This design comes from an exercise in tuning for small area, a short achievable clock period and few clock cycles per item on the open sky130 flow, not from production work. Function was not checked in any run shown here: the RTL went through the layout flow alone.

--- design/flow/run.sh ---
#!/bin/bash
# synth_recipe.tcl (not shown) runs the flow's synth.tcl, then flattens the netlist and writes it again
# the make line also repeats each setting of config.mk as NAME=value (left out here)
make -C /OpenROAD-flow-scripts/flow DESIGN_CONFIG=/design/flow/config.mk WORK_HOME=/design/flow/orfs CLKGATE_MAP_FILE= SYNTH_SCRIPT=/design/flow/synth_recipe.tcl finish
--- design/flow/config.mk ---
export PLATFORM = sky130hd
export DESIGN_NAME = epoch_seconds_to_calendar_top
export DESIGN_NICKNAME = epoch_seconds_to_calendar_top
export VERILOG_FILES = /design/flow/design.v
export SDC_FILE = /design/flow/constraint.sdc
export NUM_CORES = 4
export LEC_CHECK = 0
export ABC_CLOCK_PERIOD_IN_PS = 5000
export CAP_MARGIN = 20
export CORE_MARGIN = 2
export CORE_UTILIZATION = 40
export SETUP_SLACK_MARGIN = 5
export SLEW_MARGIN = 20
--- design/flow/constraint.sdc ---
create_clock -name core_clock -period 11.0 [get_ports {clk}]
set_input_delay 2.2000 -clock core_clock [delete_from_list [all_inputs] [get_ports {clk}]]
set_output_delay 2.2000 -clock core_clock [all_outputs]
set_load 0.01 [all_outputs]
--- design/flow/design.v ---
`default_nettype none
package esc_pkg;
  localparam int unsigned SecondsW = 6;
  localparam int unsigned MinutesW = 6;
  localparam int unsigned HoursW   = 5;
  localparam int unsigned WeekdayW = 3;
  localparam int unsigned YearW    = 8;
  localparam int unsigned MonthW   = 4;
  localparam int unsigned DayW     = 5;
  localparam int unsigned EpochW   = 32;
  localparam int unsigned DaysW    = 16;
  localparam logic [5:0] SecsPerMin   = 6'd60;
  localparam logic [5:0] MinsPerHour  = 6'd60;
  localparam logic [5:0] HoursPerDay  = 6'd24;
  localparam logic [5:0] DaysPerWeek  = 6'd7;
  localparam logic [YearW-1:0] CenturySkipOff = 8'd130;
  localparam logic [MonthW-1:0] LastMonthIdx  = 4'd11;
  localparam logic [MonthW-1:0] FebIdx        = 4'd1;
  function automatic logic is_leap(input logic [YearW-1:0] year_off);
    is_leap = (year_off[1:0] == 2'd2) && (year_off != CenturySkipOff);
  endfunction
  function automatic logic [8:0] year_len(input logic [YearW-1:0] year_off);
    year_len = is_leap(year_off) ? 9'd366 : 9'd365;
  endfunction
  function automatic logic [4:0] month_len(input logic [MonthW-1:0] idx,
                                           input logic leap);
    logic [4:0] len;
    case (idx)
      4'd0:    len = 5'd31;
      4'd1:    len = leap ? 5'd29 : 5'd28;
      4'd2:    len = 5'd31;
      4'd3:    len = 5'd30;
      4'd4:    len = 5'd31;
      4'd5:    len = 5'd30;
      4'd6:    len = 5'd31;
      4'd7:    len = 5'd31;
      4'd8:    len = 5'd30;
      4'd9:    len = 5'd31;
      4'd10:   len = 5'd30;
      default: len = 5'd31;
    endcase
    month_len = len;
  endfunction
  function automatic logic [WeekdayW-1:0] weekday_of(input logic [2:0] r);
    logic [WeekdayW-1:0] wd;
    case (r)
      3'd0:    wd = 3'd5;
      3'd1:    wd = 3'd6;
      3'd2:    wd = 3'd7;
      3'd3:    wd = 3'd1;
      3'd4:    wd = 3'd2;
      3'd5:    wd = 3'd3;
      3'd6:    wd = 3'd4;
      default: wd = 3'd1;
    endcase
    weekday_of = wd;
  endfunction
endpackage
`default_nettype wire
`default_nettype none
module epoch_seconds_to_calendar_top (
  input  wire logic        clk,
  input  wire logic        rst,
  input  wire logic        din_valid,
  output wire logic        din_ready,
  input  wire logic [31:0] din_epoch_seconds,
  output wire logic        dout_valid,
  input  wire logic        dout_ready,
  output wire logic [5:0]  dout_second_of_minute,
  output wire logic [5:0]  dout_minute_of_hour,
  output wire logic [4:0]  dout_hour_of_day,
  output wire logic [2:0]  dout_weekday,
  output wire logic [7:0]  dout_year_offset,
  output wire logic [3:0]  dout_month_number,
  output wire logic [4:0]  dout_day_of_month
);
  logic adv;
  logic v1, v2, v3, v4;
  assign adv       = !v4 || dout_ready;
  assign din_ready = adv;
  logic [24:0] x0;
  logic [18:0] p0;
  assign x0 = din_epoch_seconds[31:7];
  assign p0 = {15'd0, x0[24:21]} + {14'd0, x0[24:20]} + {13'd0, x0[24:19]} + {11'd0, x0[24:17]}
            + {7'd0, x0[24:13]} + {2'd0, x0[24:8]} + {1'd0, x0[24:7]};
  logic [15:0] r1_qe;
  logic [17:0] r1_lo;      
  logic [10:0] s2_r;       
  logic        s2_c;
  logic [9:0]  s2_rem;
  logic [15:0] s2_days;
  logic        s2_g;       
  logic [19:0] s2_t;
  logic [5:0]  s2_q4e;     
  logic [11:0] s2_m;       
  assign s2_r    = r1_lo[17:7] - ({r1_qe[1:0], 9'd0} + {r1_qe[3:0], 7'd0} + {r1_qe[5:0], 5'd0}
                                  + {r1_qe[9:0], 1'd0} + r1_qe[10:0]);
  assign s2_c    = (s2_r >= 11'd675);
  assign s2_rem  = s2_c ? 10'(s2_r - 11'd675) : s2_r[9:0];
  assign s2_days = r1_qe + {15'd0, s2_c};
  assign s2_g    = (r1_qe >= 16'd47541) || ((r1_qe == 16'd47540) && s2_c);
  assign s2_t    = {1'd0, r1_qe, 3'd0} + {3'd0, r1_qe, 1'd0} + {4'd0, r1_qe} + 20'd7392;
  assign s2_q4e  = s2_t[19:14];
  assign s2_m    = {s2_q4e[1:0], 10'd0} + {s2_q4e[3:0], 8'd0} + {s2_q4e[4:0], 7'd0}
                 + {1'b0, s2_q4e, 5'd0} + {2'b0, s2_q4e, 4'd0} + {4'd0, s2_q4e, 2'd0}
                 + {6'd0, s2_q4e};
  logic [15:0] r2_days;
  logic        r2_g;
  logic [5:0]  r2_q4e;
  logic [11:0] r2_m;
  logic [16:0] r2_sod;
  logic [11:0] s3_r;       
  logic        s3_c2;
  logic [10:0] s3_rc;      
  logic [1:0]  s3_yoe;
  logic [8:0]  s3_doy;
  logic [7:0]  s3_ya;      
  assign s3_r   = r2_days[11:0] + 12'd671 + {11'd0, r2_g} - r2_m;
  assign s3_c2  = (s3_r >= 12'd1461);
  assign s3_rc  = s3_c2 ? 11'(s3_r - 12'd1461) : s3_r[10:0];
  assign s3_yoe = (s3_rc >= 11'd1095) ? 2'd3 : (s3_rc >= 11'd730) ? 2'd2 :
                  (s3_rc >= 11'd365) ? 2'd1 : 2'd0;
  always_comb begin
    case (s3_yoe)
      2'd0:    s3_doy = s3_rc[8:0];
      2'd1:    s3_doy = 9'(s3_rc - 11'd365);
      2'd2:    s3_doy = 9'(s3_rc - 11'd730);
      default: s3_doy = 9'(s3_rc - 11'd1095);
    endcase
  end
  assign s3_ya = {r2_q4e, s3_yoe} + {5'd0, s3_c2, 2'd0} - 8'd2;
  logic [5:0] s3_w1;
  logic [3:0] s3_w2;
  logic [2:0] s3_w3;
  logic [2:0] s3_wd;
  assign s3_w1 = 6'd4 + {3'd0, r2_days[2:0]} + {3'd0, r2_days[5:3]} + {3'd0, r2_days[8:6]}
               + {3'd0, r2_days[11:9]} + {3'd0, r2_days[14:12]} + {5'd0, r2_days[15]};
  assign s3_w2 = {1'b0, s3_w1[5:3]} + {1'b0, s3_w1[2:0]};
  assign s3_w3 = (s3_w2 >= 4'd7) ? 3'(s3_w2 - 4'd7) : s3_w2[2:0];
  assign s3_wd = s3_w3 + 3'd1;
  logic [12:0] s3_y;
  logic [15:0] s3_y9;
  logic [4:0]  s3_he;
  logic [8:0]  s3_hr;      
  logic        s3_hc;
  logic [4:0]  s3_h;
  logic [7:0]  s3_hrem;
  assign s3_y    = r2_sod[16:4];
  assign s3_y9   = {s3_y, 3'd0} + {3'd0, s3_y};
  assign s3_he   = s3_y9[15:11];
  assign s3_hr   = s3_y[8:0] - ({s3_he[0], 8'd0} - {s3_he[3:0], 5'd0} + {4'd0, s3_he});
  assign s3_hc   = (s3_hr >= 9'd225);
  assign s3_h    = s3_he + {4'd0, s3_hc};
  assign s3_hrem = s3_hc ? 8'(s3_hr - 9'd225) : s3_hr[7:0];
  logic [8:0]  r3_doy;
  logic [7:0]  r3_ya;
  logic [2:0]  r3_wd;
  logic [4:0]  r3_h;
  logic [9:0]  r3_z;       
  logic [1:0]  r3_s;
  logic [11:1] t;
  logic [3:0]  s4_mp;
  logic [4:0]  s4_cum;     
  logic [3:0]  s4_month;
  assign t[1]  = (r3_doy >= 9'd31);
  assign t[2]  = (r3_doy >= 9'd61);
  assign t[3]  = (r3_doy >= 9'd92);
  assign t[4]  = (r3_doy >= 9'd122);
  assign t[5]  = (r3_doy >= 9'd153);
  assign t[6]  = (r3_doy >= 9'd184);
  assign t[7]  = (r3_doy >= 9'd214);
  assign t[8]  = (r3_doy >= 9'd245);
  assign t[9]  = (r3_doy >= 9'd275);
  assign t[10] = (r3_doy >= 9'd306);
  assign t[11] = (r3_doy >= 9'd337);
  always_comb begin
    s4_mp = 4'd0;
    for (int i = 1; i <= 11; i++) if (t[i]) s4_mp = 4'(i);
  end
  always_comb begin
    case (s4_mp)
      4'd0:    begin s4_cum = 5'(0 - 1);   s4_month = 4'd3;  end
      4'd1:    begin s4_cum = 5'(31 - 1);  s4_month = 4'd4;  end
      4'd2:    begin s4_cum = 5'(61 - 1);  s4_month = 4'd5;  end
      4'd3:    begin s4_cum = 5'(92 - 1);  s4_month = 4'd6;  end
      4'd4:    begin s4_cum = 5'(122 - 1); s4_month = 4'd7;  end
      4'd5:    begin s4_cum = 5'(153 - 1); s4_month = 4'd8;  end
      4'd6:    begin s4_cum = 5'(184 - 1); s4_month = 4'd9;  end
      4'd7:    begin s4_cum = 5'(214 - 1); s4_month = 4'd10; end
      4'd8:    begin s4_cum = 5'(245 - 1); s4_month = 4'd11; end
      4'd9:    begin s4_cum = 5'(275 - 1); s4_month = 4'd12; end
      4'd10:   begin s4_cum = 5'(306 - 1); s4_month = 4'd1;  end
      default: begin s4_cum = 5'(337 - 1); s4_month = 4'd2;  end
    endcase
  end
  logic [13:0] s4_z17;
  logic [5:0]  s4_me;
  logic [4:0]  s4_mr;      
  logic        s4_mc;
  assign s4_z17 = {r3_z, 4'd0} + {4'd0, r3_z};
  assign s4_me  = s4_z17[13:8];
  assign s4_mr  = r3_z[4:0] - ({s4_me[0], 4'd0} - s4_me[4:0]);
  assign s4_mc  = (s4_mr >= 5'd15);
  logic [5:0]  r4_sec;
  logic [5:0]  r4_min;
  logic [4:0]  r4_hour;
  logic [2:0]  r4_wd;
  logic [7:0]  r4_year;
  logic [3:0]  r4_month;
  logic [4:0]  r4_day;
  assign dout_valid            = v4;
  assign dout_second_of_minute = r4_sec;
  assign dout_minute_of_hour   = r4_min;
  assign dout_hour_of_day      = r4_hour;
  assign dout_weekday          = r4_wd;
  assign dout_year_offset      = r4_year;
  assign dout_month_number     = r4_month;
  assign dout_day_of_month     = r4_day;
  always_ff @(posedge clk) begin
    if (rst) begin
      v1 <= 1'b0;
      v2 <= 1'b0;
      v3 <= 1'b0;
      v4 <= 1'b0;
    end else if (adv) begin
      v1 <= din_valid;
      v2 <= v1;
      v3 <= v2;
      v4 <= v3;
    end
  end
  always_ff @(posedge clk) begin
    if (adv) begin
      r1_qe    <= p0[18:3];
      r1_lo    <= din_epoch_seconds[17:0];
      r2_days  <= s2_days;
      r2_g     <= s2_g;
      r2_q4e   <= s2_q4e;
      r2_m     <= s2_m;
      r2_sod   <= {s2_rem, r1_lo[6:0]};
      r3_doy   <= s3_doy;
      r3_ya    <= s3_ya;
      r3_wd    <= s3_wd;
      r3_h     <= s3_h;
      r3_z     <= {s3_hrem, r2_sod[3:2]};
      r3_s     <= r2_sod[1:0];
      r4_sec   <= {(s4_mc ? 4'(s4_mr - 5'd15) : s4_mr[3:0]), r3_s};
      r4_min   <= s4_me + {5'd0, s4_mc};
      r4_hour  <= r3_h;
      r4_wd    <= r3_wd;
      r4_year  <= r3_ya + {7'd0, t[10]};
      r4_month <= s4_month;
      r4_day   <= r3_doy[4:0] - s4_cum;
    end
  end
endmodule
`default_nettype wire
==> impl_metrics.tcl, run 1 <==
set metrics [dict create \
    cts_tree "built" \
    period_needed_ns 6.486 \
    cts_root_buffer "clkbuf_16" \
    drive_above_1_share 0.1590 \
    drt_pass1_iterations 5 \
    slew-limit-headroom 0.4266 \
    cp-end-kind "flip-flop" \
    clk_latency_ns 0.44 \
    yosysUniqueCellTypes 81 \
    drtIter0Drc 303 \
    finalMaxSlewViolations 0 \
    nNetsFinal 1875 \
    die_area_sq_mm 0.03838 \
    syn_avg_cell_area_sq_um 10.87 \
    fin_area_sq_mm 0.01772 \
    finalWirelength_um 29100 \
    final_common_cell "ha_1" \
    fin_worst_skew_ns 0.008934 \
    cts.sinks 162 \
    grt_max_degree 71 \
    fin_ws_ns 4.514 \
    yosys-top-cells-area "edfxtp_1, ha_1, fa_1" \
    track_usage 0.1570 \
    syn_inst 1355 \
    drv_cap 0 \
    grt_pass1_vias 10260 \
    core-area_sq_mm 0.03643 \
    ant_nets 0 \
    setup-violations-final 0 \
    hold_path_class "reg2reg" \
    hold_buffers 0 \
    layout.cells.non_filler 2003 \
    synth_edf_count 158 \
    worst_pin_slew_ns 0.8601 \
    diodes 0 \
    htree_levels 4 \
    synth-seq-area-share 0.3275 \
    yosysWarnings 1 \
    vias_per_cell 5.059 \
    worstPathArrival_ns 6.69 \
    dp_hpwl_um 21730 \
    setup-tns-final_ns 0 \
    async_flop_share 0 \
    cp-start-kind "input pin" \
    wl_per_cell_um 14.53 \
    placed_area_sq_mm 0.01603 \
    fin_hold_ws_ns 0.4188 \
    vias 10130 \
    synth_area_sq_mm 0.01473 \
    hold_viol 0 \
    crit_required_ns 11.20 \
    place_congestion 0.8510 \
    rows 70 \
    path_clk_slew_ns 0.07 \
    start_util 0.4044 \
    post-route-period-util 0.5896 \
    layout_common_cells "ha_1, inv_1, edfxtp_1" \
    overflow 0 \
    grt_pass1_wl_um 48400 \
    die-height_um 195.9 \
    max_freq_mhz 154.2 \
    place_ws_ns 3.266 \
    ys_seq_elements 162 \
    cts.path.max_buffers 2 \
    drc 0 \
    reg2reg_slack_ns 5.23 \
    status "finished clean" \
    syn-num-nets 1708 \
    synth_top_area_share 0.3220 \
    area_growth_pct 20.30 \
    port_buffers 74 \
    die_x_um 195.9 \
    ios 75 \
    dp_cells 1885 \
    critPathMaxFanout 3 \
    antenna_found_initial 1 \
    critPathKind "in2reg" \
    rsz0062_at_grt "yes" \
    numCtsBuffers 17 \
    synth_ff_type "edfxtp_1" \
    yosysTopAreaCell "edfxtp_1" \
]
==> metrics by stage <==
stage,util
after floorplan,-
after global placement,0.4401
after detailed placement,0.4401
after CTS,0.4716
after global routing,0.4864
final,0.4864
==> state kept, by name, indices dropped and copies added (netlist names), 4 cells and up <==
signal,flops
r1_lo,18
r1_qe,16
r2_days,16
r2_m,10
r2_q4e,6
r2_sod,17
r3_doy,9
r3_h,5
r3_ya,8
r3_z,10
r4_day,5
r4_hour,5
r4_min,6
r4_month,4
r4_sec,6
r4_year,8
==> worst max-delay path, stage by stage <==
cell and delay, ns:
buf_8 0.08, inv_4 0.03, fa_1 0.52, inv_1 0.05, fa_1 0.52, inv_2 0.04, fa_2 0.35, inv_2 0.06
fa_1 0.41, ha_1 0.29, a41oi_2 0.17, o21ba_4 0.18, o21bai_4 0.07, a21o_1 0.21, a21oi_2 0.17, nor2b_2 0.06
o21a_1 0.20, o2111ai_2 0.22, a311oi_2 0.16, buf_4 0.17, a211o_1 0.29, a21oi_2 0.16, xnor2_1 0.08
==> repair_timing <==
item	in CTS	in global routing
pin swaps	34	56
resized for setup	118	63
endpoints found under the setup margin	27	22
gates cloned	2	0
buffers inserted	44	40
==> cell families after synthesis <==
group,after synthesis,synth area share
adder cells (fa/ha/maj),319,0.3159
AND/OR/NAND/NOR,263,0.08629
AO/OA/AOI/OAI,235,0.1132
buffers and inverters,215,0.05682
flip-flops,162,0.3275
XOR/XNOR,143,0.08705
multiplexers,18,0.01325
==> area by class of cell <==
type                    count  area, sq um
fillers                  3293        18710
multi-input cells         980         9507
flip-flops and latches    162         4825
repair buffers            161         1445
inverters                 200        755.7
well taps                 468        585.6
clock buffers              17        425.4
clock inverters            15        180.2
==> synthesized netlist by cell type (6+ instances only) <==
| cell type | number |
|---|---|
| nand4_1 | 7 |
| nand3_1 | 37 |
| edfxtp_1 | 158 |
| and3_1 | 8 |
| nor2b_1 | 14 |
| a21oi_1 | 59 |
| o211ai_1 | 9 |
| o21ai_0 | 29 |
| fa_1 | 89 |
| nor2_1 | 69 |
| xnor2_1 | 111 |
| nand2_1 | 57 |
| a21o_1 | 31 |
| nor3_1 | 25 |
| inv_1 | 199 |
| ha_1 | 228 |
| and2_1 | 6 |
| xor2_1 | 28 |
| clkbuf_1 | 8 |
| o21bai_1 | 15 |
| mux2_2 | 6 |
| a211o_1 | 7 |
| mux2i_1 | 10 |
| nand2b_1 | 12 |
| o21a_1 | 7 |
| o21ai_1 | 6 |
| a31oi_1 | 9 |
==> path summary, 6_finish.rpt <==
path	start	to	cells after the start
min reg2reg	r1_lo[1]	r2_sod[1]	0
max	din_epoch_seconds[25]	r1_qe[15]	23
min	r1_lo[1]	r2_sod[1]	0
max reg2reg	r2_days[1]	r3_doy[8]	25
==> routing by layer <==
layer  share of wire  track usage  vias up
met4           0.019      0.04994        0
met2            0.51       0.2865      130
li1                -            -     5088
met1            0.44       0.1851     4884
met5               0            0        -
met3           0.035      0.03112       31
==> run 2, diff against run 1 <==
--- a/design/flow/config.mk
+++ b/design/flow/config.mk
@@ -5,9 +5,7 @@
 export SDC_FILE = /design/flow/constraint.sdc
 export NUM_CORES = 4
 export LEC_CHECK = 0
-export ABC_CLOCK_PERIOD_IN_PS = 5000
 export CAP_MARGIN = 20
 export CORE_MARGIN = 2
 export CORE_UTILIZATION = 40
-export SETUP_SLACK_MARGIN = 5
 export SLEW_MARGIN = 20
==> impl_metrics.tcl, run 2 <==
set metrics [dict create \
    status "finished clean" \
    r2r_cells 24 \
    max_freq_mhz 134.7 \
    yosysMostFrequentCell "ha_1" \
    port_buffers 74 \
    layout.cells.non_filler 1917 \
    grt_pass1_wl_um 47010 \
    antenna_found_initial 0 \
    critPathKind "in2reg" \
    critPathSlowestCell "clkdlybuf4s50_1" \
    cp-start-kind "input pin" \
    cts_tree "built" \
    finalMaxSlewViolations 0 \
    ios 75 \
    crit_family "compound AO/OA/AOI/OAI gates" \
    grt_max_degree 80 \
    clk_latency_ns 0.44 \
    start_util 0.4044 \
    cp-end-kind "flip-flop" \
    cts.path.max_buffers 2 \
    nNetsFinal 1789 \
    wl_per_cell_um 13.97 \
    fin_hold_ws_ns 0.4152 \
    synth_common_cells "ha_1, inv_1, edfxtp_1" \
    drive_above_1_share 0.05383 \
    overflow 0 \
    ant_nets 0 \
    post-route-period-util 0.6749 \
    final_common_cell "ha_1" \
    track_usage 0.1502 \
    drv_cap 0 \
    drt_pass1_iterations 6 \
    syn-num-nets 1708 \
    worstPathArrival_ns 7.61 \
    grt_pass1_vias 9952 \
    dp_hpwl_um 21590 \
    reg.largest.list "r1_lo x18, r2_sod x17" \
    worst_pin_slew_ns 0.9774 \
    slew-limit-headroom 0.3484 \
    async_flop_share 0 \
    cp_slowest_stage_delay_ns 0.73 \
    regArea_sq_mm 0.004825 \
    yosysWarnings 1 \
    reg2reg_slack_ns 3.75 \
    die-height_um 195.9 \
    setup-violations-final 0 \
    hold_viol 0 \
    hold_buffers 0 \
    path_clk_slew_ns 0.06 \
    synth_edf_count 158 \
    yosys-top-cells-area "edfxtp_1, ha_1, fa_1" \
    cts_root_buffer "clkbuf_16" \
    vias 9700 \
    yosysTopAreaCell "edfxtp_1" \
    multiInputGateArea_sq_mm 0.009079 \
    die_x_um 195.9 \
    yosysUniqueCellTypes 81 \
    htree_levels 4 \
    synth_ff_type "edfxtp_1" \
    critPathMaxFanout 7 \
    layout_common_cells "ha_1, inv_1, edfxtp_1" \
    cts.sinks 162 \
    drc 0 \
    cts_setup_buffers 0 \
    period_needed_ns 7.424 \
    syn_avg_cell_area_sq_um 10.87 \
    vias_per_cell 5.060 \
    synth_top_area_share 0.3220 \
    die_area_sq_mm 0.03838 \
    rsz0062_at_grt "no" \
    dp_cells 1885 \
    synth-seq-area-share 0.3275 \
    cp.depth 22 \
    hold_path_depth 0 \
    synth_area_sq_mm 0.01473 \
    ctsResizeCount 0 \
    diodes 0 \
    place_congestion 0.8303 \
    syn_inst 1355 \
    fillers 3368 \
    worstPathCellList "clkdlybuf4s50_1 -> inv_1 -> fa_1 -> inv_1 -> fa_1 -> inv_1 -> fa_1 -> inv_1 -> fa_1 -> ha_1 -> a41oi_1 -> o21ba_2 -> o21bai_1 -> a21o_1 -> a21oi_1 -> nor2b_1 -> o21a_1 -> o2111ai_1 -> a311oi_1 -> a211o_1 -> a21oi_1 -> xnor2_1" \
    largest_reg_flops 18 \
    top_register "r1_lo" \
    finalWirelength_um 26790 \
    setup-tns-final_ns 0 \
    fin_worst_skew_ns 0.01012 \
    numCtsBuffers 17 \
    hold_path_class "reg2reg" \
    drtIter0Drc 374 \
    ys_seq_elements 162 \
    area_growth_pct 12.58 \
    crit_required_ns 11.19 \
    cp_num_buf_inv 5 \
    core-area_sq_mm 0.03643 \
    rows 70 \
]
==> run 2: cell counts after synthesis <==
Identical to the previous run, type by type.
==> run 2: logic make-up (layout without fill, tap and decap cells) <==
group,after synthesis,after routing,synth area share
adders and majority gates,319,319,0.3159
buffers and inverters,215,309,0.05682
muxes,18,18,0.01325
xor gates and xnor gates,143,143,0.08705
AOI/OAI and AO/OA,235,235,0.1132
DFF,162,162,0.3275
and+or+nand+nor,263,263,0.08629
==> run 2: final timing paths <==
kind | startpoint | to
setup / recovery | din_epoch_seconds[28] | r1_qe[15]
hold / removal | r3_s[0] | r4_sec[0]
setup reg to reg | r2_days[1] | r3_doy[8]
hold reg to reg | r3_s[0] | r4_sec[0]
==> run 2: layer usage <==
metal | global-route usage | part of all wire | up-vias
li1 | - | - | 4913
met1 | 0.1864 | 0.45 | 4617
met2 | 0.2674 | 0.51 | 149
met3 | 0.02733 | 0.029 | 21
met4 | 0.04265 | 0.011 | 0
met5 | 0 | 0 | -
==> run 2: worst register-to-register path, stage by stage, from the launching register on <==
cell	delay (ns)
edfxtp_1	0.48
ha_1	0.34
ha_1	0.23
fa_1	0.46
a211oi_2	0.39
nor2_1	0.16
xor2_2	0.30
a31oi_1	0.15
o21bai_2	0.53
a21o_1	0.30
mux2i_2	0.43
inv_1	0.24
ha_1	0.28
a311oi_1	0.29
o21ai_0	0.16
a21o_1	0.32
nand2_1	0.19
inv_1	0.09
fa_1	0.48
a41oi_1	0.42
nand2_1	0.17
a21oi_1	0.27
o311ai_1	0.12
a21oi_1	0.14
nor3_1	0.06
==> run 2: final cells by class <==
| cell class | count | area share |
|---|---|---|
| Sequential cell | 162 | 0.2909 |
| Multi-Input combinational cell | 978 | 0.5474 |
| Tap cell | 468 | 0.03530 |
| Inverter | 200 | 0.04526 |
| Timing Repair Buffer | 77 | 0.04602 |
| Clock buffer | 18 | 0.02588 |
| Clock inverter | 14 | 0.009279 |
==> run 2: stage by stage <==
stage	utilization	area, sq um	setup slack, ns
global route	0.4552	16590	3.191
finish	0.4552	16590	3.576
CTS	0.4552	16590	3.577
detailed placement	0.4392	16000	3.082
floorplan	-	14730	1.998
global placement	0.4392	16000	3.149

[what the ideal ports hide]
The results above use ideal ports. As a check the final layouts listed here were re-extracted and re-timed, cells and wires unchanged. Step 1 assumes that a clkbuf_16 drives the clock port and a buf_2 every other input. Step 2, shift: input delay + t, output delay - t, t = (earliest + latest rising clock arrival at the registers) / 2. This alone moves slack from input paths to output paths. Slacks: no drivers / after step 1 / after step 2; pairs: no drivers / after step 1.
run	shift t [ns]	setup WS [ns]	worst register clock-pin slew, ns
run 1	0.488	4.514 / 4.501 / 4.013	0.07 / 0.07
run 2	0.490	3.576 / 3.604 / 3.114	0.07 / 0.07
After both steps every run listed still meets setup and hold. The setup slack of run 1, which loses most, moves by -0.013 ns with the drivers and by -0.501 ns with both steps.
